Context: an optimization exercise on an open-source flow, tuned for small area, a short achievable clock period and few clock cycles per item. The choices shown serve that exercise and are no tape-out recipe.
In this exercise RTL edits were held to simulation tests only and were not proved equivalent to the original.
Power figures rest on the tool's default switching activity, not on a simulated workload.

Design cpu_core, start of the top module:
module cpu_core (
    input  wire                         clk,
    input  wire                         rstn,
    input  wire                         psel,
    input  wire                         penable,
    input  wire                         pwrite,
    input  wire [12-1:0]   paddr,
    input  wire [32-1:0]         pwdata,
    output logic [32-1:0]        prdata,
    output logic                        pready,
    output logic                        pslverr
);
    logic [32-1:0] rd_sel;
    logic [32-1:0] rd_valid;
    logic [32-1:0]      rd_data;
    logic                      ex_cin;
    logic                      ex_sra;
    logic [7:0]                ex_sel;
    logic [32-1:0]      ex_a;
    logic [32-1:0]      ex_b;
    logic [32-1:0]      ex_y;
    logic                      wr_en;
    logic [5-1:0] wr_idx;
    logic [32-1:0]      wr_data;
    dispatch_unit u_dispatch (.*);
    alu_lane u_alu (
        .cin  (ex_cin),
        .sra  (ex_sra),
        .sel  (ex_sel),
        .a   (ex_a),
        .b   (ex_b),
        .y   (ex_y)
    );
    register_file u_regs (.*);
endmodule
Size: roughly 3200 cells after synthesis, roughly 1200 flip-flops, roughly 83 I/O pins, ~49000 um2 of cells after synthesis.
clock: 9.0 ns
lec_check: 0
cap_margin: 20
cell_pad_in_sites_detail_placement: 1
cell_pad_in_sites_global_placement: 2
core_margin: 2
core_utilization: 55
cts_cluster_diameter: 50
cts_cluster_size: 25
slew_margin: 20
standard.sh (not shown) runs the stock make flow with config.mk's settings and CLKGATE_MAP_FILE= SYNTH_SCRIPT=/design/flow/synth_recipe.tcl, a recipe that flattens the netlist after the stock synthesis.
==> flow/flow/run.sh <==
#!/bin/bash
set -euo pipefail
bash standard.sh SETUP_SLACK_MARGIN=6 finish > standard_flow.log 2>&1
Testbench counts at the start, summed over its fixed seeds: cycles 4,816, instrs 2,400.
Change:
==> flow/flow/run.sh (replaced) <==
#!/bin/bash
set -euo pipefail
bash standard.sh SETUP_SLACK_MARGIN=6.5 finish > standard_flow.log 2>&1
Area after synthesis does not change.
Die area is unchanged.
Clock-buffer cell count goes up by 7.
Total power barely changes.
Sequential cell count stays the same.
Worst setup slack gets worse by 0.022 ns.
Via count goes up slightly.

---

Setup of v31:
cpu_core again, from the RTL that the note above started with.
## cpu_core
module cpu_core (
    input  wire                         clk,
    input  wire                         rstn,
    input  wire                         psel,
    input  wire                         penable,
    input  wire                         pwrite,
    input  wire [12-1:0]   paddr,
    input  wire [32-1:0]         pwdata,
    output logic [32-1:0]        prdata,
    output logic                        pready,
    output logic                        pslverr
);
export LEC_CHECK = 0
export CAP_MARGIN = 20
export CELL_PAD_IN_SITES_DETAIL_PLACEMENT = 1
export CELL_PAD_IN_SITES_GLOBAL_PLACEMENT = 2
export CORE_MARGIN = 2
export CORE_UTILIZATION = 55
export CTS_CLUSTER_DIAMETER = 60
export CTS_CLUSTER_SIZE = 30
export SLEW_MARGIN = 20
create_clock -name core_clock -period 9.0 [get_ports {clk}]
==> flow/flow/run.sh <==
#!/bin/bash
set -euo pipefail
bash standard.sh SETUP_SLACK_MARGIN=6 finish > standard_flow.log 2>&1
v31: flow completed, timing, DRC and antenna clean
Testbench counts of v31, summed over its fixed seeds: cycles 4,816, instrs 2,400.
For v17, these inputs were changed with respect to v31:
Settings: CTS_CLUSTER_DIAMETER now 50, was 60; CTS_CLUSTER_SIZE now 25, was 30.
==> flow/flow/run.sh <==
#!/bin/bash
set -euo pipefail
bash standard.sh SETUP_SLACK_MARGIN=5.8 finish > standard_flow.log 2>&1
Results
Compared with v31, v17 shows a lower worst max-slew margin expressed relative to the limit. Of v17 and v31, it is v17 that has the higher share of the clock period used by the worst path after layout. From v17 to v31, count of H-tree levels built during CTS did not move at all. v17 vs. v31: share of final layout cell area taken by clock buffers and inverters went up by 1.9 points. Number of global-route vias before repair of v17 exceeds that of v31 slightly.
Modified inputs, v12 compared to v17
Settings: CORE_UTILIZATION: 55 -> 65.
==> flow/flow/run.sh <==
#!/bin/bash
set -euo pipefail
bash standard.sh SETUP_SLACK_MARGIN=6 finish > standard_flow.log 2>&1
--- outcome ---
Summary of v12 over v17: total instance count after detailed placement lower; die height saw a decrease. Post-synthesis compound-gate area fraction delta (v17 -> v12): insignificant. v12 did not make it past global routing (5_1_grt), where a tool error ended it. v17 closes out successfully: all stages finished, all timing, DRC and antenna checks passed. In v12, the post-cts repair resize count came out about 440% above the value in v17. Reported for v17 and v12, number of buffers inserted by port buffering turned out identical to the last digit. Diff v17 -> v12: count of cell types in the netlist barely changed, number of core rows lost about 8%, buffer count from post-CTS setup fixing now larger. Summary of the comparison: initial standard-cell utilization of the core is higher in v12, relative to v17. Going from v17 to v12, die extent in x shrank by a little under 10%.
### v12 -> v44
Settings: CORE_UTILIZATION changed from 65 to 50.
==> flow/flow/run.sh <==
#!/bin/bash
set -euo pipefail
bash standard.sh SETUP_SLACK_MARGIN=6.2 finish > standard_flow.log 2>&1
Findings:
- v44 | stages: all done | timing, DRC, antenna: all pass
- v44 against v12: number of placed cells counting well taps picked up an extra 306, starting density of the core went down by 15 points, die width went up by about 14%, total of cells resized after clock tree synthesis lost 15, number of buffers created by CTS rose by about 11%.

---

Setup of before:
Another version of the RTL of cpu_core (not shown whole).
Size: ~49000 sq um of cells after synthesis.
export LEC_CHECK = 0
export CAP_MARGIN = 20
export CELL_PAD_IN_SITES_DETAIL_PLACEMENT = 1
export CELL_PAD_IN_SITES_GLOBAL_PLACEMENT = 2
export CORE_MARGIN = 2
export CORE_UTILIZATION = 40
export SLEW_MARGIN = 20
create_clock -name core_clock -period 9.0 [get_ports {clk}]
==> flow/flow/run.sh <==
#!/bin/bash
set -euo pipefail
bash standard.sh SETUP_SLACK_MARGIN=6.5 finish > standard_flow.log 2>&1
before completed end to end with timing, DRC and antenna clean.
Testbench counts of before, summed over its fixed seeds: cycles 4,816, instrs 2,400.
Input-level comparison between after and before:
# before
export LEC_CHECK = 0
export CAP_MARGIN = 20
export CELL_PAD_IN_SITES_DETAIL_PLACEMENT = 1
export CELL_PAD_IN_SITES_GLOBAL_PLACEMENT = 2
export CORE_MARGIN = 2
export CORE_UTILIZATION = 40
export SLEW_MARGIN = 20
create_clock -name core_clock -period 9.0 [get_ports {clk}]
# after
export LEC_CHECK = 0
export CAP_MARGIN = 20
export CELL_PAD_IN_SITES_DETAIL_PLACEMENT = 1
export CELL_PAD_IN_SITES_GLOBAL_PLACEMENT = 2
export CORE_MARGIN = 2
export CORE_UTILIZATION = 40
export CTS_CLUSTER_DIAMETER = 60
export CTS_CLUSTER_SIZE = 30
export SLEW_MARGIN = 20
create_clock -name core_clock -period 9.0 [get_ports {clk}]
==> flow/flow/run.sh <==
#!/bin/bash
set -euo pipefail
bash standard.sh SETUP_SLACK_MARGIN=6 finish > standard_flow.log 2>&1
Results
- Summary: with before as the reference, total power consumption of the routed design in after moved down by a few percent.
- Cmp after and before / final cell area excluding filler cells / lower: after
- Run comparison: before category of the most critical setup path reg2out; after category of the most critical setup path reg2reg
- before has higher met3 layer wire length in the routed design than after.
- Taking before as the reference, in after global-route track usage on met2 down 1.3 points, global-route met3 utilization went down by 0.45 points, shortest period the worst path allows rose by 0.052 ns.

static timing again, ports no longer ideal:
The flow's constraints put no driver on any port. The routed layouts listed below were extracted and timed again, unchanged, in two steps.
Step 1: set_driving_cell puts a clkbuf_16 on clk and a buf_2 on each other input, an assumption about the parent block.
Step 2, shift: input delay + t, output delay - t, t = (earliest + latest rising clock arrival at the registers) / 2. This alone moves slack from input paths to output paths.
a / b / c = ideal ports / drivers / drivers and shift; a / b = the first two.
run	shift t [ns]	slack for setup (ns)	clock arrival spread, ns	worst register clock-pin slew, ns
the first run of note 1	0.777	6.001 / 5.928 / 5.390	0.042 / 0.042	0.09 / 0.09
the second run of note 1	0.798	5.979 / 5.908 / 5.652	0.033 / 0.033	0.09 / 0.09
v31	0.750	5.947 / 5.934 / 5.421	0.037 / 0.037	0.10 / 0.10
v17	0.778	5.767 / 5.767 / 5.246	0.040 / 0.041	0.08 / 0.08
v44	0.808	5.982 / 5.908 / 5.463	0.086 / 0.087	0.09 / 0.09
before	0.829	5.939 / 5.858 / 5.780	0.033 / 0.033	0.07 / 0.07
after	0.784	5.887 / 5.866 / 5.404	0.057 / 0.057	0.10 / 0.10
After both steps setup and hold are still met in every run listed. The setup slack of the first run of note 1, which loses most, moves by -0.073 ns with the drivers and by -0.611 ns with both steps.
